From an optimization exercise on the open Yosys and OpenROAD flow, aimed at small area, a short achievable clock period and few clock cycles per item; shortcuts taken in it are not production practice. No run shown here included a check of the RTL's function; only the layout flow was run.

## design/flow/flow/abc_speed.script

```
&get -n
&st
&dch -f
&nf
&put
topo
stime -c
buffer -c
upsize -c
dnsize -c
```

## design/flow/config.mk

```make
export PLATFORM = sky130hd
export DESIGN_NAME = aes_dec_core
export DESIGN_NICKNAME = aes_dec_core
export VERILOG_FILES = /design/flow/design.v
export SDC_FILE = /design/flow/constraint.sdc
export NUM_CORES = 4
export LEC_CHECK = 0
export CAP_MARGIN = 20
export CELL_PAD_IN_SITES_DETAIL_PLACEMENT = 1
export CELL_PAD_IN_SITES_GLOBAL_PLACEMENT = 2
export CORE_MARGIN = 2
export CORE_UTILIZATION = 30
export PLACE_DENSITY = 0.5
export SETUP_SLACK_MARGIN = 2.5
export SLEW_MARGIN = 20
```

## design/flow/flow/run.sh

```bash
#!/bin/bash
# Standard ORFS layout, with the synthesis technology mapping done by the ABC
# script in flow/abc_speed.script (area-oriented mapping, then sizing).
set -euo pipefail
cd "$(dirname "${BASH_SOURCE[0]}")/.."
W=$PWD
rm -rf "$W/scripts_own"
cp -r "$FLOW_HOME/scripts" "$W/scripts_own"
cp "$W/flow/abc_speed.script" "$W/scripts_own/abc_speed.script"
bash standard.sh SCRIPTS_DIR="$W/scripts_own" finish > "$W/standard_flow.log" 2>&1
```

## design/flow/constraint.sdc

```tcl
create_clock -name core_clock -period 8.0 [get_ports {clk}]
set_input_delay 1.6000 -clock core_clock [delete_from_list [all_inputs] [get_ports {clk}]]
set_output_delay 1.6000 -clock core_clock [all_outputs]
set_load 0.01 [all_outputs]
```

## design/flow/standard.sh

```bash
#!/bin/bash
# synth_recipe.tcl (not shown) runs the flow's synth.tcl, then flattens the netlist and writes it again
# the make line also repeats each setting of config.mk as NAME=value (left out here)
make -C /OpenROAD-flow-scripts/flow DESIGN_CONFIG=/design/flow/config.mk WORK_HOME=/design/flow/orfs CLKGATE_MAP_FILE= SYNTH_SCRIPT=/design/flow/synth_recipe.tcl "${@:-finish}"
```

## design/flow/design.v

```verilog
module aes_dec_core (
    input  logic         clk,
    input  logic         rst,
    input  logic         start,
    input  logic [127:0] key,
    input  logic [127:0] ciphertext,
    input  logic         step_en,
    output logic         busy,
    output logic         done,
    output logic [127:0] plaintext
);
    function automatic logic [1:0] gf4_mul(input logic [1:0] a, input logic [1:0] b);
        logic t;
        t = a[1] & b[1];
        gf4_mul = {t ^ (a[1] & b[0]) ^ (a[0] & b[1]), t ^ (a[0] & b[0])};
    endfunction
    function automatic logic [3:0] gf16_mul(input logic [3:0] a, input logic [3:0] b);
        logic [1:0] t, u;
        t = gf4_mul(a[3:2], b[3:2]);
        u = gf4_mul(a[3:2] ^ a[1:0], b[3:2] ^ b[1:0]);
        gf16_mul = {u ^ gf4_mul(a[1:0], b[1:0]), {t[0] ^ t[1], t[1]} ^ gf4_mul(a[1:0], b[1:0])};
    endfunction
    function automatic logic [3:0] gf16_inv(input logic [3:0] a);
        case (a)
            4'h0: gf16_inv = 4'h0;
            4'h1: gf16_inv = 4'h1;
            4'h2: gf16_inv = 4'h3;
            4'h3: gf16_inv = 4'h2;
            4'h4: gf16_inv = 4'hf;
            4'h5: gf16_inv = 4'hc;
            4'h6: gf16_inv = 4'h9;
            4'h7: gf16_inv = 4'hb;
            4'h8: gf16_inv = 4'ha;
            4'h9: gf16_inv = 4'h6;
            4'ha: gf16_inv = 4'h8;
            4'hb: gf16_inv = 4'h7;
            4'hc: gf16_inv = 4'h5;
            4'hd: gf16_inv = 4'he;
            4'he: gf16_inv = 4'hd;
            4'hf: gf16_inv = 4'h4;
            default: gf16_inv = 4'h0;
        endcase
    endfunction
    function automatic logic [7:0] gf256_inv(input logic [7:0] a);
        logic [3:0] d;
        d = gf16_inv({a[4] ^ a[3], a[5] ^ a[2] ^ a[3], a[5] ^ a[7] ^ a[1] ^ a[2], a[4] ^ a[5] ^ a[6] ^ a[7] ^ a[0] ^ a[1] ^ a[3]} ^ gf16_mul(a[7:4], a[3:0]));
        gf256_inv = {gf16_mul(a[7:4], d), gf16_mul(a[7:4] ^ a[3:0], d)};
    endfunction
    function automatic logic [7:0] inv_sbox_a(input logic [7:0] x);
        inv_sbox_a = gf256_inv({x[1] ^ x[2] ^ x[6] ^ x[7], ~(x[0] ^ x[3]), x[3] ^ x[4] ^ x[5] ^ x[6], ~(x[1] ^ x[2] ^ x[7]), ~(x[5] ^ x[7]), x[1] ^ x[2] ^ x[6], x[2] ^ x[3] ^ x[5] ^ x[6], x[3]});
    endfunction
    function automatic logic [7:0] inv_sbox_b(input logic [7:0] t);
        inv_sbox_b = {t[1] ^ t[2] ^ t[5], t[2] ^ t[3] ^ t[6] ^ t[7], t[1] ^ t[2] ^ t[5] ^ t[7], t[1] ^ t[3] ^ t[4], t[1] ^ t[4] ^ t[6] ^ t[7], t[1] ^ t[4] ^ t[5], t[4] ^ t[6] ^ t[7], t[0] ^ t[1] ^ t[2] ^ t[4]};
    endfunction
    function automatic logic [7:0] sbox_a(input logic [7:0] x);
        sbox_a = gf256_inv({x[5] ^ x[7], x[1] ^ x[2] ^ x[3] ^ x[4] ^ x[5] ^ x[6], x[1] ^ x[4] ^ x[6] ^ x[7], x[2] ^ x[3] ^ x[4] ^ x[6] ^ x[7], x[1] ^ x[2] ^ x[6] ^ x[7], x[3] ^ x[4] ^ x[6], x[1] ^ x[3], x[0] ^ x[1] ^ x[2] ^ x[3] ^ x[7]});
    endfunction
    function automatic logic [7:0] sbox_b(input logic [7:0] t);
        sbox_b = {t[2] ^ t[7], ~(t[4] ^ t[7]), ~(t[2] ^ t[3] ^ t[7]), t[0] ^ t[2] ^ t[3] ^ t[4] ^ t[5], t[0], t[0] ^ t[1] ^ t[2] ^ t[3] ^ t[4], ~(t[0] ^ t[1] ^ t[3] ^ t[7]), ~(t[0] ^ t[6])};
    endfunction
    function automatic logic [7:0] xtime(input logic [7:0] x);
        xtime = {x[6:0], 1'b0} ^ (x[7] ? 8'h1b : 8'h00);
    endfunction
    function automatic logic [7:0] inv_xtime(input logic [7:0] x);
        inv_xtime = x[0] ? {1'b1, x[7:1] ^ 7'h0d} : {1'b0, x[7:1]};
    endfunction
    function automatic logic [31:0] inv_mix_col(input logic [31:0] col);
        logic [7:0] a0, a1, a2, a3, b0, b1, b2, b3, u, v, t;
        a0 = col[31:24];
        a1 = col[23:16];
        a2 = col[15:8];
        a3 = col[7:0];
        u  = xtime(xtime(a0 ^ a2));
        v  = xtime(xtime(a1 ^ a3));
        b0 = a0 ^ u;
        b1 = a1 ^ v;
        b2 = a2 ^ u;
        b3 = a3 ^ v;
        t  = b0 ^ b1 ^ b2 ^ b3;
        inv_mix_col = {b0 ^ t ^ xtime(b0 ^ b1), b1 ^ t ^ xtime(b1 ^ b2),
                       b2 ^ t ^ xtime(b2 ^ b3), b3 ^ t ^ xtime(b3 ^ b0)};
    endfunction
    function automatic logic [127:0] inv_mix(input logic [127:0] s);
        inv_mix = {inv_mix_col(s[127:96]), inv_mix_col(s[95:64]),
                   inv_mix_col(s[63:32]), inv_mix_col(s[31:0])};
    endfunction
    function automatic logic [127:0] round_a(input logic [127:0] s);
        logic [127:0] o;
        logic [3:0]   dst;
        logic [3:0]   src;
        o = '0;
        for (int i = 0; i < 16; i++) begin
            dst = 4'(i);
            src = {dst[3:2] - dst[1:0], dst[1:0]};
            o[127 - 8*i -: 8] = inv_sbox_a(s[127 - 8*int'(src) -: 8]);
        end
        round_a = o;
    endfunction
    function automatic logic [127:0] round_b(input logic [127:0] p);
        logic [127:0] o;
        o = '0;
        for (int i = 0; i < 16; i++) o[127 - 8*i -: 8] = inv_sbox_b(p[127 - 8*i -: 8]);
        round_b = o;
    endfunction
    function automatic logic [31:0] key_a(input logic [31:0] w);
        key_a = {sbox_a(w[23:16]), sbox_a(w[15:8]), sbox_a(w[7:0]), sbox_a(w[31:24])};
    endfunction
    function automatic logic [31:0] key_b(input logic [31:0] m);
        key_b = {sbox_b(m[31:24]), sbox_b(m[23:16]), sbox_b(m[15:8]), sbox_b(m[7:0])};
    endfunction
    logic [13:0]  phi_q;           
    logic [1:0]   act_r;           
    logic [1:0]   half_r;          
    logic [1:0]   go_r;            
    logic         yng_r;           
    logic [15:0]  rc_r;            
    logic [255:0] s_r;             
    logic [255:0] r_r;             
    logic [127:0] p_r;
    logic [31:0]  m_r;
    logic [127:0] k10c_r;          
    logic [127:0] k0c_r;           
    logic         kv_r;
    logic [127:0] pt_r;
    logic         busy_r, done_r, pend_r;
    logic         x_act_r;         
    logic         x_rdy_r;         
    logic         x_half_r;        
    logic [127:0] x_ct_r;
    logic [127:0] x_k_r;
    logic [31:0]  x_m_r;
    logic [7:0]   x_rc_r;
    logic         a, b;            
    logic [127:0] s_a, r_b;
    logic [31:0]  kw_a, kw0, kw1;
    logic [31:0]  ksub, x_sub;
    logic [127:0] y, kdec, z, x_next;
    logic [7:0]   rc_b;
    logic         do_a, do_b, fin_b, hit, accept, to_x, direct, mv, ld;
    logic [1:0]   free;
    assign a = phi_q[13];
    assign b = ~phi_q[13];
    for (genvar g = 0; g < 8; g++) begin : g_sa
        assign s_a[16*g +: 16] = phi_q[g] ? s_r[128 + 16*g +: 16] : s_r[16*g +: 16];
    end
    for (genvar g = 0; g < 4; g++) begin : g_rb
        assign r_b[32*g +: 32] = phi_q[8 + g] ? r_r[32*g +: 32] : r_r[128 + 32*g +: 32];
    end
    assign kw0  = r_r[31:0] ^ r_r[63:32];
    assign kw1  = r_r[159:128] ^ r_r[191:160];
    assign kw_a = phi_q[12] ? kw1 : kw0;
    assign rc_b = b ? rc_r[15:8] : rc_r[7:0];
    assign y    = round_b(p_r);
    assign ksub = key_b(m_r);
    assign kdec = {r_b[127:96] ^ ksub ^ {rc_b, 24'h0}, r_b[127:96] ^ r_b[95:64],
                   r_b[95:64] ^ r_b[63:32], r_b[63:32] ^ r_b[31:0]};
    assign z    = y ^ kdec;
    assign fin_b = act_r[b] && half_r[b] && (rc_b == 8'h01);
    assign do_b  = act_r[b] && half_r[b] && (step_en || fin_b);
    assign do_a  = step_en && act_r[a] && !(a == yng_r && act_r[b] && !go_r[b]);
    assign free[0] = !act_r[0] || (do_b && fin_b && !b);
    assign free[1] = !act_r[1] || (do_b && fin_b && b);
    assign x_sub  = key_b(x_m_r);
    always_comb begin
        x_next[127:96] = x_k_r[127:96] ^ x_sub ^ {x_rc_r, 24'h0};
        x_next[95:64]  = x_k_r[95:64] ^ x_next[127:96];
        x_next[63:32]  = x_k_r[63:32] ^ x_next[95:64];
        x_next[31:0]   = x_k_r[31:0] ^ x_next[63:32];
    end
    assign hit    = kv_r && (key == k0c_r);
    assign accept = start && !busy_r;
    assign direct = accept && hit && (free != 2'b00);
    assign to_x   = accept && !direct;
    assign mv     = x_act_r && x_rdy_r && (free != 2'b00);
    assign ld     = free[a ^ step_en] ? (a ^ step_en) : (b ^ step_en);
    logic [1:0]   act_s, half_s, go_s;
    logic         yng_s;
    logic [15:0]  rc_s;
    logic [255:0] s_s, r_s;
    logic [127:0] k10c_s, k0c_s, ld_src;
    logic         kv_s, busy_s, done_s, pend_s, pt_en;
    logic         x_act_s, x_rdy_s, x_half_s;
    logic [127:0] x_ct_s, x_k_s;
    logic [7:0]   x_rc_s;
    assign ld_src = mv ? x_ct_r : ciphertext;
    always_comb begin
        act_s    = act_r;
        half_s   = half_r;
        go_s     = go_r;
        yng_s    = yng_r;
        rc_s     = rc_r;
        s_s      = s_r;
        r_s      = r_r;
        k10c_s   = k10c_r;
        k0c_s    = k0c_r;
        kv_s     = kv_r;
        pt_en    = do_b && fin_b;
        done_s   = step_en && (pend_r || (do_b && fin_b));
        pend_s   = !step_en && (pend_r || (do_b && fin_b));
        x_act_s  = x_act_r;
        x_rdy_s  = x_rdy_r;
        x_half_s = x_half_r;
        x_ct_s   = x_ct_r;
        x_k_s    = x_k_r;
        x_rc_s   = x_rc_r;
        if (do_a) begin
            half_s[a] = 1'b1;
            go_s[a]   = 1'b1;
        end
        for (int j = 0; j < 2; j++) begin
            if (do_b && b == 1'(j)) begin
                half_s[j]         = 1'b0;
                r_s[128*j +: 128] = kdec;
                rc_s[8*j +: 8]    = inv_xtime(rc_r[8*j +: 8]);
                if (fin_b) act_s[j] = 1'b0;
                else       s_s[128*j +: 128] = inv_mix(z);
            end
            if ((direct || mv) && ld == 1'(j)) begin
                act_s[j]          = 1'b1;
                half_s[j]         = 1'b0;
                go_s[j]           = 1'b0;
                rc_s[8*j +: 8]    = 8'h36;
                s_s[128*j +: 128] = ld_src ^ k10c_r;
                r_s[128*j +: 128] = k10c_r;
            end
        end
        if (direct || mv) yng_s = ld;
        if (mv) begin
            x_act_s = 1'b0;
        end else if (x_act_r && !x_rdy_r && step_en) begin
            x_half_s = !x_half_r;
            if (x_half_r) begin
                x_k_s  = x_next;
                x_rc_s = xtime(x_rc_r);
                if (x_rc_r == 8'h36) begin
                    x_rdy_s = 1'b1;
                    k10c_s  = x_next;
                    kv_s    = 1'b1;
                end
            end
        end
        if (to_x) begin
            x_act_s  = 1'b1;
            x_rdy_s  = hit;
            x_half_s = 1'b0;
            x_ct_s   = ciphertext;
            x_k_s    = key;
            x_rc_s   = 8'h01;
            k0c_s    = key;
            kv_s     = hit;
        end
        busy_s = x_act_s;
    end
    always_ff @(posedge clk) begin
        if (rst) begin
            phi_q   <= '0;
            act_r   <= 2'b00;
            half_r  <= 2'b00;
            go_r    <= 2'b00;
            yng_r   <= 1'b0;
            kv_r    <= 1'b0;
            busy_r  <= 1'b0;
            done_r  <= 1'b0;
            pend_r  <= 1'b0;
            x_act_r <= 1'b0;
        end else begin
            for (int k = 0; k < 14; k++) phi_q[k] <= phi_q[k] ^ step_en;
            act_r   <= act_s;
            half_r  <= half_s;
            go_r    <= go_s;
            yng_r   <= yng_s;
            kv_r    <= kv_s;
            busy_r  <= busy_s;
            done_r  <= done_s;
            pend_r  <= pend_s;
            x_act_r <= x_act_s;
        end
        rc_r     <= rc_s;
        s_r      <= s_s;
        r_r      <= r_s;
        k10c_r   <= k10c_s;
        k0c_r    <= k0c_s;
        x_rdy_r  <= x_rdy_s;
        x_half_r <= x_half_s;
        x_ct_r   <= x_ct_s;
        x_k_r    <= x_k_s;
        x_rc_r   <= x_rc_s;
        if (step_en) begin
            p_r   <= round_a(s_a);
            m_r   <= key_a(kw_a);
            x_m_r <= key_a(x_k_r[31:0]);
        end
        if (pt_en) pt_r <= z;
    end
    assign busy      = busy_r;
    assign done      = done_r;
    assign plaintext = pt_r;
endmodule
```

==> results.tsv, run 1 <==
stage	metric	value	unit
grt	GR Util All Layers	0.2305	
timing	Final Cycle Share	0.6761	
grt	antenna violations before repair	18	
clock_network	CTS tree	yes	
timing	Rel. slew slack	0.1265	
layout	Finished Layout Cells	13630	
die	Initial Util	0.3018	
clock_network	clk root buf	clkbuf_16	
clock_network	Clock Latency Late Sink	0.89	ns
grt	GRT overflow	0	
layout	layout cell share with drive strength beyond 1	0.1100	
clock_network	Clock Tree Buf Depth	4	
timing	Final Setup Violations	0	
clock_network	cts bufs inserted	183	
synth	Synth cell types	80	
synth	number of synthesized flops with an enable pin	1345	
clock_network	H-tree depth	4	
synth	Seq/Total Area, Yosys	0.4351	
die	core area	315200	µm²
timing	RSZ-0062 raised after global routing	true	
routing	1st-iter DRT viols	4702	
routing	vias per cell	4.776	
synth	Mapped Area	95120	µm²
synth	synth warn	1	
critical_path	crit path launch type	flop	
synth	Mapped Avg Cell Area	10.92	µm²
job	MaxCap Viol Count	0	
synth	flop and latch count out of synthesis	1395	
grt	global-route wire length before repair	526900	µm
synth	Mapped Nets	9195	
synth	Syn Inst Count	8707	
die	die area	321600	µm²
routing	drt first pass iters	5	
clock_network	clock sink count	1395	
timing	Setup TNS	0	ns
timing	highest clock rate	0.1849	GHz
placed_design	Port Buffer Count	389	
timing	Tmin final	5.409	ns
critical_path	arrival time worst endpoint	5.99	ns
placed_design	DP HPWL	300700	µm
die	Top Ports	390	
die	die height	567.1	µm
die	Std-Cell Rows	206	
timing	Max Clock Skew	0.06991	ns
critical_path	Max FO, Critical Path	18	
placed_design	Placed Cells	13180	
timing	Hold Vio Cnt, Final	0	
timing	Slew @ Worst Pin	1.301	ns
placed_design	Routability Congestion	0.8349	
layout	area grow syn2layout	20.21	%
synth	Post-synth ARST share	0	
hold_path	worst hold path class	flop to flop	
layout	fin nets	9798	
routing	final wirelength	382900	µm
timing	Pins Over Slew Limit	0	
die	Die W	567.1	µm
routing	Post-route DRC	0	
layout	final core occ	0.3627	
grt	vias in the first global route	67500	
synth	Top FF cell, synth	edfxtp_1	
critical_path	Req. time, crit path	8.58	ns
critical_path	CP endpoint kind	flop	
critical_path	CP Class	flop to flop	
grt	largest net degree at the start of global routing	179	
routing	Final ANT Viol Nets	0	
status	status	complete, no violations	
routing	routed vias	65080	
clock_network	Worst-path clk slew	0.06	ns
routing	Routed WL per cell	28.10	µm
-- kinds of logic (layout without fill, tap and decap cells) --
family | count (synthesis) | in the layout | share of synthesized area
XOR/XNOR | 3073 | 3073 | 0.3063
other | 0 | 15 | 0
multiplexers | 621 | 621 | 0.06885
AND/OR/NAND/NOR | 1810 | 1811 | 0.07779
flip-flops | 1395 | 1395 | 0.4351
adder cells (fa/ha/maj) | 228 | 228 | 0.02999
buffers and inverters | 570 | 1312 | 0.02394
AO/OA/AOI/OAI | 1010 | 1011 | 0.05798
-- cell usage after synthesis (15+ instances only) --
library cell,n,area share
mux2i_4,15,0.0036
clkbuf_1,169,0.0067
o22ai_1,24,0.0016
o2bb2ai_1,29,0.0027
xnor2_2,38,0.0065
ha_1,228,0.030
xor2_2,26,0.0044
buf_1,18,0.00071
buf_2,16,0.00084
dfxtp_1,50,0.011
nor4_1,23,0.0015
xnor2_1,1974,0.18
mux2i_2,24,0.0035
xor2_1,913,0.084
nand2_1,1127,0.044
mux2_2,19,0.0022
inv_1,346,0.014
o21ai_0,696,0.037
a21oi_1,153,0.0081
nor2_1,443,0.017
edfxtp_1,1345,0.42
xor3_1,18,0.0045
nand2b_1,64,0.0042
xnor3_1,88,0.021
nor2b_1,67,0.0044
mux2i_1,559,0.059
-- cell type report --
| cell class | count | area (µm²) |
|---|---|---|
| timing repair buffer | 637 | 6297 |
| clock buffer | 221 | 4796 |
| fill | 34090 | 200900 |
| antenna | 15 | 37.54 |
| tap | 4160 | 5205 |
| inverter | 349 | 1318 |
| multi-input combinational | 6744 | 54160 |
| clock inverter | 105 | 1111 |
| sequential | 1395 | 41430 |
-- registers in the layout (all words and copies together) (netlist names), 8 cells and up --
register / flops
k0c_r: 128
k10c_r: 128
m_r: 32
p_r: 128
phi_q: 14
pt_r: 128
r_r: 256
rc_r: 16
s_r: 256
x_ct_r: 128
x_k_r: 128
x_m_r: 32
x_rc_r: 8
-- cells in the final DEF, fill, tap and decap left out, drive strengths merged, types with 12 or more instances in the layout --
cell           netlist  layout
mux2i              598     598
clkdlybuf4s50        0     387
o2bb2ai             30      30
nand4               12      12
and2                12      13
nor4                23      23
diode                0      15
buf                 52     245
xor3                20      20
xnor2             2017    2017
o211ai              12      12
nor2               447     447
nor3                14      14
clkinvlp             0      12
clkbuf             169     226
nand2             1127    1127
mux2                21      21
bufinv               0      19
xnor3               97      97
or2                 13      13
o22ai               24      24
nor2b               67      67
xor2               939     939
a211oi              12      12
edfxtp            1345    1345
ha                 228     228
clkinv               0      66
inv                349     357
a21oi              159     159
nand3               12      12
nand2b              64      64
o21ai              706     706
dfxtp               50      50
-- stage by stage --
stage / setup WS (ns) / hold WS [ns] / cell area [µm²]
floorplan: 2.527 / 0.4543 / 95180
finish: 2.591 / 0.4953 / 114300
CTS: 2.371 / 0.4996 / 112300
global placement: 1.124 / 0.4698 / 104600
global route: 2.381 / 0.5143 / 114300
detailed placement: 1.117 / 0.4876 / 104700
-- layer usage --
layer | vias up | GRT usage | share of wire
li1 | 30560 | - | -
met4 | 4 | 0.03827 | 0.017
met1 | 33080 | 0.3326 | 0.48
met5 | - | 0 | 0.000081
met3 | 270 | 0.02123 | 0.037
met2 | 1168 | 0.3777 | 0.47
-- worst max-delay path: stages (launching register included) --
cell     delay [ns]
dfxtp_4        0.61
buf_4          0.42
mux2i_1        0.37
xnor2_1        0.22
xor2_1         0.64
xor2_1         0.51
xnor2_1        0.21
xnor2_1        0.74
xnor2_1        0.26
xor2_1         0.25
xnor2_1        0.66
o21ai_0        0.16
-- path summary, 6_finish.rpt --
kind	from	depth (start not counted)	end	slack (ns)
setup / recovery	phi_q[11]	11	s_r[229]	2.59
hold / removal	half_r[0]	2	half_r[0]	0.50
setup reg to reg	phi_q[11]	11	s_r[229]	2.59
hold reg to reg	half_r[0]	2	half_r[0]	0.50
-- repair_timing --
action / CTS / global route
gates resized for setup: 243 / 204
hold buffers: 0 / 0
setup buffers: 27 / 68
pin swaps: 20 / 52
setup endpoints to repair: 652 / 960
gates cloned: 5 / 5
==> inputs of run 2 (changes only) <==
--- a/design/flow/design.v
+++ b/design/flow/design.v
@@ -43,17 +43,23 @@
     endfunction
-    function automatic logic [7:0] gf256_inv(input logic [7:0] a);
-        logic [3:0] d;
-        d = gf16_inv({a[4] ^ a[3], a[5] ^ a[2] ^ a[3], a[5] ^ a[7] ^ a[1] ^ a[2], a[4] ^ a[5] ^ a[6] ^ a[7] ^ a[0] ^ a[1] ^ a[3]} ^ gf16_mul(a[7:4], a[3:0]));
-        gf256_inv = {gf16_mul(a[7:4], d), gf16_mul(a[7:4] ^ a[3:0], d)};
-    endfunction
-    function automatic logic [7:0] inv_sbox_a(input logic [7:0] x);
-        inv_sbox_a = gf256_inv({x[1] ^ x[2] ^ x[6] ^ x[7], ~(x[0] ^ x[3]), x[3] ^ x[4] ^ x[5] ^ x[6], ~(x[1] ^ x[2] ^ x[7]), ~(x[5] ^ x[7]), x[1] ^ x[2] ^ x[6], x[2] ^ x[3] ^ x[5] ^ x[6], x[3]});
-    endfunction
-    function automatic logic [7:0] inv_sbox_b(input logic [7:0] t);
+    function automatic logic [11:0] gf256_inv_a(input logic [7:0] a);
+        gf256_inv_a = {a[7:4], a[7:4] ^ a[3:0],
+                       gf16_inv({a[4] ^ a[3], a[5] ^ a[2] ^ a[3], a[5] ^ a[7] ^ a[1] ^ a[2], a[4] ^ a[5] ^ a[6] ^ a[7] ^ a[0] ^ a[1] ^ a[3]} ^ gf16_mul(a[7:4], a[3:0]))};
+    endfunction
+    function automatic logic [7:0] gf256_inv_b(input logic [11:0] p);
+        gf256_inv_b = {gf16_mul(p[11:8], p[3:0]), gf16_mul(p[7:4], p[3:0])};
+    endfunction
+    function automatic logic [11:0] inv_sbox_a(input logic [7:0] x);
+        inv_sbox_a = gf256_inv_a({x[1] ^ x[2] ^ x[6] ^ x[7], ~(x[0] ^ x[3]), x[3] ^ x[4] ^ x[5] ^ x[6], ~(x[1] ^ x[2] ^ x[7]), ~(x[5] ^ x[7]), x[1] ^ x[2] ^ x[6], x[2] ^ x[3] ^ x[5] ^ x[6], x[3]});
+    endfunction
+    function automatic logic [7:0] inv_sbox_b(input logic [11:0] p);
+        logic [7:0] t;
+        t = gf256_inv_b(p);
         inv_sbox_b = {t[1] ^ t[2] ^ t[5], t[2] ^ t[3] ^ t[6] ^ t[7], t[1] ^ t[2] ^ t[5] ^ t[7], t[1] ^ t[3] ^ t[4], t[1] ^ t[4] ^ t[6] ^ t[7], t[1] ^ t[4] ^ t[5], t[4] ^ t[6] ^ t[7], t[0] ^ t[1] ^ t[2] ^ t[4]};
     endfunction
-    function automatic logic [7:0] sbox_a(input logic [7:0] x);
-        sbox_a = gf256_inv({x[5] ^ x[7], x[1] ^ x[2] ^ x[3] ^ x[4] ^ x[5] ^ x[6], x[1] ^ x[4] ^ x[6] ^ x[7], x[2] ^ x[3] ^ x[4] ^ x[6] ^ x[7], x[1] ^ x[2] ^ x[6] ^ x[7], x[3] ^ x[4] ^ x[6], x[1] ^ x[3], x[0] ^ x[1] ^ x[2] ^ x[3] ^ x[7]});
+    function automatic logic [11:0] sbox_a(input logic [7:0] x);
+        sbox_a = gf256_inv_a({x[5] ^ x[7], x[1] ^ x[2] ^ x[3] ^ x[4] ^ x[5] ^ x[6], x[1] ^ x[4] ^ x[6] ^ x[7], x[2] ^ x[3] ^ x[4] ^ x[6] ^ x[7], x[1] ^ x[2] ^ x[6] ^ x[7], x[3] ^ x[4] ^ x[6], x[1] ^ x[3], x[0] ^ x[1] ^ x[2] ^ x[3] ^ x[7]});
     endfunction
-    function automatic logic [7:0] sbox_b(input logic [7:0] t);
+    function automatic logic [7:0] sbox_b(input logic [11:0] p);
+        logic [7:0] t;
+        t = gf256_inv_b(p);
         sbox_b = {t[2] ^ t[7], ~(t[4] ^ t[7]), ~(t[2] ^ t[3] ^ t[7]), t[0] ^ t[2] ^ t[3] ^ t[4] ^ t[5], t[0], t[0] ^ t[1] ^ t[2] ^ t[3] ^ t[4], ~(t[0] ^ t[1] ^ t[3] ^ t[7]), ~(t[0] ^ t[6])};
@@ -86,4 +92,4 @@
     endfunction
-    function automatic logic [127:0] round_a(input logic [127:0] s);
-        logic [127:0] o;
+    function automatic logic [191:0] round_a(input logic [127:0] s);
+        logic [191:0] o;
         logic [3:0]   dst;
@@ -94,3 +100,3 @@
             src = {dst[3:2] - dst[1:0], dst[1:0]};
-            o[127 - 8*i -: 8] = inv_sbox_a(s[127 - 8*int'(src) -: 8]);
+            o[191 - 12*i -: 12] = inv_sbox_a(s[127 - 8*int'(src) -: 8]);
         end
@@ -98,13 +104,13 @@
     endfunction
-    function automatic logic [127:0] round_b(input logic [127:0] p);
+    function automatic logic [127:0] round_b(input logic [191:0] p);
         logic [127:0] o;
         o = '0;
-        for (int i = 0; i < 16; i++) o[127 - 8*i -: 8] = inv_sbox_b(p[127 - 8*i -: 8]);
+        for (int i = 0; i < 16; i++) o[127 - 8*i -: 8] = inv_sbox_b(p[191 - 12*i -: 12]);
         round_b = o;
     endfunction
-    function automatic logic [31:0] key_a(input logic [31:0] w);
+    function automatic logic [47:0] key_a(input logic [31:0] w);
         key_a = {sbox_a(w[23:16]), sbox_a(w[15:8]), sbox_a(w[7:0]), sbox_a(w[31:24])};
     endfunction
-    function automatic logic [31:0] key_b(input logic [31:0] m);
-        key_b = {sbox_b(m[31:24]), sbox_b(m[23:16]), sbox_b(m[15:8]), sbox_b(m[7:0])};
+    function automatic logic [31:0] key_b(input logic [47:0] m);
+        key_b = {sbox_b(m[47:36]), sbox_b(m[35:24]), sbox_b(m[23:12]), sbox_b(m[11:0])};
     endfunction
@@ -118,4 +124,4 @@
     logic [255:0] r_r;             
-    logic [127:0] p_r;
-    logic [31:0]  m_r;
+    logic [191:0] p_r;
+    logic [47:0]  m_r;
     logic [127:0] k10c_r;          
@@ -130,3 +136,3 @@
     logic [127:0] x_k_r;
-    logic [31:0]  x_m_r;
+    logic [47:0]  x_m_r;
     logic [7:0]   x_rc_r;
--- a/design/flow/config.mk
+++ b/design/flow/config.mk
@@ -13,3 +13,3 @@
 export PLACE_DENSITY = 0.5
-export SETUP_SLACK_MARGIN = 2.5
+export SETUP_SLACK_MARGIN = 2
 export SLEW_MARGIN = 20
==> results.tsv, run 2 <==
stage	metric	value	unit	change
status	status	complete, no violations		
die	core area	333700	µm²	+5.9%
critical_path	slowest stage cell, crit path	a2111oi_1		
synth	post-synthesis xor/xnor area fraction	0.3128		+0.006467
layout	final core occ	0.3519		-0.01084
grt	vias in the first global route	67110		-0.57%
grt	global-route wire length before repair	523900	µm	-0.56%
layout	Final Cell Area	117400	µm²	+2.7%
timing	Setup TNS	0	ns	unchanged
grt	GR Util All Layers	0.2180		-0.01253
hold_path	worst hold path class	flop to flop		
synth	Mapped Avg Cell Area	11.75	µm²	+7.6%
routing	routed vias	64300		-1.2%
synth	post-synthesis simple-gate area fraction	0.06937		-0.008417
synth	Post-synth ARST share	0		unchanged
critical_path	CP endpoint kind	flop		
synth	Mapped Area	100600	µm²	+5.8%
synth	post-synthesis compound-gate area fraction	0.03693		-0.02106
synth	Mapped Nets	9099		-1.0%
placed_design	Port Buffer Count	389		unchanged
grt	largest net degree at the start of global routing	138		-23%
layout	fin nets	9605		-2.0%
timing	Slew @ Worst Pin	1.212	ns	-0.08926 ns
die	Std-Cell Rows	212		+2.9%
synth	Top FF cell, synth	edfxtp_1		
routing	drt first pass iters	5		unchanged
routing	met3 WL post-DR	13000	µm	-8.4%
placed_design	Placed Cells	13240		+0.47%
synth	synth warn	1		unchanged
routing	1st-iter DRT viols	4245		-9.7%
clock_network	H-tree depth	4		unchanged
placed_design	DP Area	110700	µm²	+5.7%
critical_path	crit-path leading delay family	simple AND/OR/NAND/NOR gates		
layout	layout cell share with drive strength beyond 1	0.07013		-0.03991
placed_design	Routability Congestion	0.8390		+0.49%
synth	number of synthesized flops with an enable pin	1441		+7.1%
routing	metal2 WL	174900	µm	-1.8%
timing	Final Cycle Share	0.7471		+0.07098
routing	Final ANT Viol Nets	0		unchanged
timing	highest clock rate	0.1673	GHz	-9.5%
clock_network	Clock Tree Buf Depth	4		unchanged
critical_path	CP Class	input pin to flop		
routing	Metal-1 WL	180300	µm	-2.1%
clock_network	hold buffers post-CTS	0		unchanged
routing	final wirelength	377200	µm	-1.5%
synth	cell taking the most area after synthesis	edfxtp_1		
routing	top sig layer	met4		
timing	Max Clock Skew	0.07295	ns	+0.003034 ns
die	die height	583.1	µm	+2.8%
critical_path	arrival time worst endpoint	6.61	ns	+0.62 ns
routing	Post-route DRC	0		unchanged
timing	Pins Over Slew Limit	0		unchanged
synth	adder-cell area share of the yosys netlist	0.03482		+0.004833
critical_path	crit-path cells	clkdlybuf4s50_1, xnor2_1, nand2_1, a2111oi_1, nand4_1, nor4_1, nand4_1, nor4_4, nand3_2, nand2_1, and2_4, buf_16, mux2_2		
critical_path	Req. time, crit path	8.63	ns	+0.05 ns
critical_path	max incr delay on CP	0.58	ns	-0.16 ns
layout	area grow syn2layout	16.72	%	
clock_network	cts bufs inserted	199		+8.7%
synth	most frequent cell after synthesis	xnor2_1		
synth	Syn Inst Count	8559		-1.7%
timing	Fin Hold WS	0.4968	ns	+0.001481 ns
clock_network	Worst-path clk slew	0.06	ns	about the same
job	MaxCap Viol Count	0		unchanged
layout	commonest non-fill, non-tap cell in the layout	xnor2_1		
grt	antenna violations before repair	24		+6
die	Die W	583.1	µm	+2.8%
timing	Final Setup Violations	0		unchanged
synth	top cells by count, synth	xnor2_1 (1900), edfxtp_1 (1441), xor2_1 (898)		
die	die area	340000	µm²	+5.7%
timing	RSZ-0062 raised after global routing	true		
critical_path	crit path launch type	input pin		
synth	Synth cell types	68		-15%
placed_design	DP HPWL	300300	µm	-0.12%
grt	GRT overflow	0		unchanged
die	Initial Util	0.3015		about the same
layout	Finished Layout Cells	13620		-0.029%
critical_path	CP bufs+invs	2		+1
critical_path	Max FO, Critical Path	95		+77
clock_network	CTS tree	yes		
synth	top cells by area, synth	edfxtp_1 (43%), xnor2_1 (17%), mux2i_1 (8.1%)		
synth	flop and latch count out of synthesis	1491		+6.9%
die	Top Ports	390		unchanged
timing	Tmin final	5.977	ns	+0.5679 ns
synth	main combinational cell family by area after synthesis	XOR/XNOR gates		
synth	Synth top area share	0.4301		+0.005520
routing	vias per cell	4.720		-1.2%
timing	Rel. slew slack	0.1865		+0.05993
synth	mux share of post-synthesis cell area	0.08608		+0.01723
timing	Worst Setup Slack, final	2.023	ns	-0.5679 ns
routing	Routed WL per cell	27.69	µm	-1.5%
clock_network	clk root buf	clkbuf_16		
synth	Seq/Total Area, Yosys	0.4401		+0.004946
layout	Largest regs	r_r (256), s_r (256), p_r (192)		
clock_network	Clock Latency Late Sink	0.92	ns	+0.03 ns
layout	commonest non-fill, non-tap cells in the layout	xnor2_1 (1888), edfxtp_1 (1441), xor2_1 (896)		
timing	Hold Vio Cnt, Final	0		unchanged
placed_design	Place WS	0.3528	ns	-0.7638 ns
clock_network	clock sink count	1491		+6.9%
[run 2: area by class of cell]
| class | instances | area [µm²] |
|---|---|---|
| antenna | 9 | 22.52 |
| clock buffer | 253 | 5396 |
| clock inverter | 109 | 1117 |
| fill | 35720 | 216300 |
| inverter | 261 | 987.2 |
| multi-input combinational | 6563 | 54640 |
| sequential | 1491 | 44280 |
| tap | 4387 | 5489 |
| timing repair buffer | 549 | 5498 |
[run 2: final timing paths]
| check | start | slack [ns] | to | depth (start not counted) |
|---|---|---|---|---|
| worst max-delay path | key[76] | 2.02 | r_r[106] | 13 |
| worst min-delay path | go_r[0] | 0.50 | go_r[0] | 2 |
| worst max register to register | phi_q[10] | 2.25 | s_r[92] | 13 |
| worst min register to register | go_r[0] | 0.50 | go_r[0] | 2 |
[run 2: routing by layer]
| layer | up-vias | track usage |
|---|---|---|
| li1 | 30220 | - |
| met2 | 1167 | 0.3570 |
| met3 | 332 | 0.02067 |
| met1 | 32580 | 0.3091 |
| met5 | - | 0 |
| met4 | 0 | 0.05088 |
[run 2: what timing repair did]
action	CTS	global route
endpoints found under the setup margin	1395	221
hold endpoints to repair	0	0
gates cloned	1	0
buffers inserted	5	3
pin swaps	1	2
resized for setup	4	6
[run 2: worst register-to-register path: stages (launching register included)]
cell	delay (ns)
dfxtp_2	0.75
buf_4	0.39
mux2i_1	0.93
xnor2_1	0.30
xnor3_1	0.28
xnor3_1	0.61
xor2_1	0.23
xnor3_1	0.25
xnor3_1	0.28
xor2_1	0.36
xnor2_1	0.30
xor2_1	0.32
xor2_1	0.37
mux2i_1	0.13
[run 2: logic make-up (layout without fill, tap and decap cells)]
kind of cell / count (synthesis) / count (layout)
flip-flops: 1491 / 1491
other: 0 / 9
adder cells (fa/ha/maj): 280 / 280
buffers and inverters: 506 / 1172
XOR/XNOR: 3118 / 3118
AND/OR/NAND/NOR: 1641 / 1642
AO/OA/AOI/OAI: 664 / 664
multiplexers: 859 / 859

## static timing again, ports no longer ideal
How much do the figures lean on ideal ports? The routed layouts below were timed once more, with nothing changed but the port constraints. Step 1 assumes that a clkbuf_16 drives the clock port and a buf_2 every other input. Step 2, shift: input delay + t, output delay - t, t = (earliest + latest rising clock arrival at the registers) / 2. This alone moves slack from input paths to output paths. Slacks: ideal ports / drivers / drivers and shift; pairs: ideal ports / drivers.
| run | t, ns | setup WS [ns] | worst slew at a driven data input, ns | pins driven straight from the clock port |
|---|---|---|---|---|
| run 1 | 0.961 | 2.591 / 2.591 / 1.870 | 0.10 | 1 |
| run 2 | 0.994 | 2.023 / 2.104 / 1.110 | 0.09 | 1 |
After both steps setup and hold are still met in every run listed. The setup slack of run 2, which loses most, moves by +0.081 ns with the drivers and by -0.913 ns with both steps.
